Context: an optimization exercise on an open-source flow, tuned for small area, a short achievable clock period and few clock cycles per item. The choices shown serve that exercise and are no tape-out recipe. In this exercise RTL edits were held to simulation tests only and were not proved equivalent to the original.

==> inputs of job 5979 <==
==> flow/design.v (excerpt) <==
module bfu_dif_pipe (
  input  logic               clk,
  input  logic               rst,
  input  logic               in_valid,
  output logic               in_ready,
  input  logic               scale,
  input  logic signed [15:0] a_re,
  input  logic signed [15:0] a_im,
  input  logic signed [15:0] b_re,
  input  logic signed [15:0] b_im,
  input  logic signed [15:0] tw_re,
  input  logic signed [15:0] tw_im,
  output logic               out_valid,
  input  logic               out_ready,
  output logic signed [15:0] x_re,
  output logic signed [15:0] x_im,
  output logic signed [15:0] y_re,
  output logic signed [15:0] y_im
);
export LEC_CHECK = 0
export ABC_AREA = 1
export CAP_MARGIN = 20
export CORE_MARGIN = 2
export CORE_UTILIZATION = 60
export CTS_CLUSTER_DIAMETER = 100
export CTS_CLUSTER_SIZE = 20
export SETUP_SLACK_MARGIN = 4
export SLEW_MARGIN = 20
export SYNTH_HIERARCHICAL = 1
create_clock -name core_clock -period 8.0 [get_ports {clk}]
standard.sh (not shown) runs the stock make flow with config.mk's settings and CLKGATE_MAP_FILE= SYNTH_SCRIPT=/design/flow/synth_recipe.tcl, a recipe that flattens the netlist after the stock synthesis.
==> flow/flow/run.sh <==
#!/bin/bash
# Own layout flow: the standard flow (standard.sh: standard synthesis,
# floorplan, placement, CTS, routing, finish) with one change: the buffer that
# port buffering puts on every input and output port is
# sky130_fd_sc_hd__buf_2 instead of buffer_ports' default choice
# (clkdlybuf4s50_1, a slower and larger delay buffer).
cp standard.sh standard_sh.txt
export BUFFER_PORTS_ARGS="-buffer_cell sky130_fd_sc_hd__buf_2"
bash standard.sh > standard.log 2>&1
status=$?
grep -h "RSZ-002[78]" orfs/logs/*/*/*/3_3_place_gp.log > port_buffers.log 2>&1
exit $status
==> job 8943 (differences from job 5979) <==
- CTS_CLUSTER_DIAMETER: 100 -> not set
- CTS_CLUSTER_SIZE: 20 -> not set
==> metrics.md <==
| Metric | Value |
|---|---|
| Multi-input gate area | 0.0263 mm² |
| Status | no timing/DRC/antenna violations |
| Maximum clock frequency | 0.248 GHz |
-- figures above: job 5979

==> metrics.md <==
| Metric | Value |
|---|---|
| Status | no timing/DRC/antenna violations |
| Maximum clock frequency | 0.252 GHz |
| Multi-input gate area | 0.0261 mm² |
-- figures above: job 8943

Testbench counts of job 5979, summed over its fixed seeds: cycles 12,024, items 12,000.
Testbench counts of job 8943, summed over its fixed seeds: cycles 12,024, items 12,000.

========
==> job 1686: inputs <==
bfu_dif_pipe again, from the RTL that the note above started with.
Settings: LEC_CHECK=0, ABC_AREA=1, CAP_MARGIN=20, CORE_MARGIN=2, CORE_UTILIZATION=40, SETUP_SLACK_MARGIN=4, SLEW_MARGIN=20, SYNTH_HIERARCHICAL=1; clock period 8.0 ns.
run.sh (not shown) runs the stock make flow with config.mk's settings and CLKGATE_MAP_FILE= SYNTH_SCRIPT=/design/flow/synth_recipe.tcl, a recipe that flattens the netlist after the stock synthesis.
Stock flow here: none of the scripts above is used.
==> inputs of job 2100, as changes to job 1686 <==
Settings changed: CORE_UTILIZATION 40 to 60, CTS_CLUSTER_DIAMETER set to 100, CTS_CLUSTER_SIZE set to 20.
==> qor summary <==
Area used by multi-input combinational logic: job 1686 26,210 um^2; job 2100 26,240 um^2
Register-to-register path setup slack: job 1686 3.99 ns; job 2100 3.99 ns
Routed WL per cell: job 1686 24.15 um; job 2100 26.29 um
Pre-CTS setup slack: job 1686 2.946 ns; job 2100 2.958 ns
Cell area after layout: job 1686 45,320 um^2; job 2100 44,260 um^2
Tmin final: job 1686 4.012 ns; job 2100 4.009 ns
Delay of the slowest cell on the worst path: job 1686 0.59 ns; job 2100 0.62 ns
Sink of the worst hold path: job 1686 x_re[14]; job 2100 x_re[5]
Standard cell area after detailed placement: job 1686 42,330 um^2; job 2100 41,830 um^2
Tap cell count: job 1686 1,287; job 2100 864
Clock tree cell share of total cell area: job 1686 0.03827; job 2100 0.02024
Worst-Margin Slew: job 1686 1.005 ns; job 2100 1.088 ns
Arrival time at the worst endpoint: job 1686 4.37 ns; job 2100 4.38 ns
Critical path required time: job 1686 8.36 ns; job 2100 8.37 ns
First-pass GRT wire length: job 1686 190,000 um; job 2100 188,100 um
Total area of sequential cells: job 1686 11,420 um^2; job 2100 11,420 um^2
Violation count after the first detailed-route iteration: job 1686 2,898; job 2100 3,710
Run status: job 1686 finished clean; job 2100 finished clean
Final clock skew: job 1686 0.02769 ns; job 2100 0.02277 ns
Testbench counts of job 1686, summed over its fixed seeds: cycles 12,024, items 12,000.
Testbench counts of job 2100, summed over its fixed seeds: cycles 12,024, items 12,000.

-- afterwards: timing with drivers on the ports --
The results above use ideal ports. As a check the final layouts listed here were re-extracted and re-timed, cells and wires unchanged.
Step 1 assumes that a clkbuf_16 drives the clock port and a buf_2 every other input.
Step 2 times the ports against the registers' clock, not the clock port: input delays grow and output delays shrink by t, the midpoint of the rising clock arrivals with the driver on.
Slacks: ideal ports / drivers / drivers and shift; pairs: ideal ports / drivers.
| run | t (ns) | setup WS [ns] | latest minus earliest clock arrival (ns) | worst slew at a driven data input, ns | pins driven straight from the clock port |
|---|---|---|---|---|---|
| job 5979 | 0.711 | 3.960 / 3.960 / 3.510 | 0.040 / 0.040 | 0.07 | 1 |
| job 8943 | 0.663 | 4.027 / 4.027 / 3.595 | 0.034 / 0.033 | 0.07 | 1 |
| job 1686 | 0.686 | 3.988 / 3.988 / 3.582 | 0.028 / 0.028 | 0.06 | 1 |
| job 2100 | 0.692 | 3.991 / 3.991 / 3.515 | 0.028 / 0.028 | 0.05 | 1 |
After both steps setup and hold are still met in every run listed. For job 2100, which loses most, drivers alone change the setup slack by 0.000 ns; drivers and shift together by -0.476 ns.
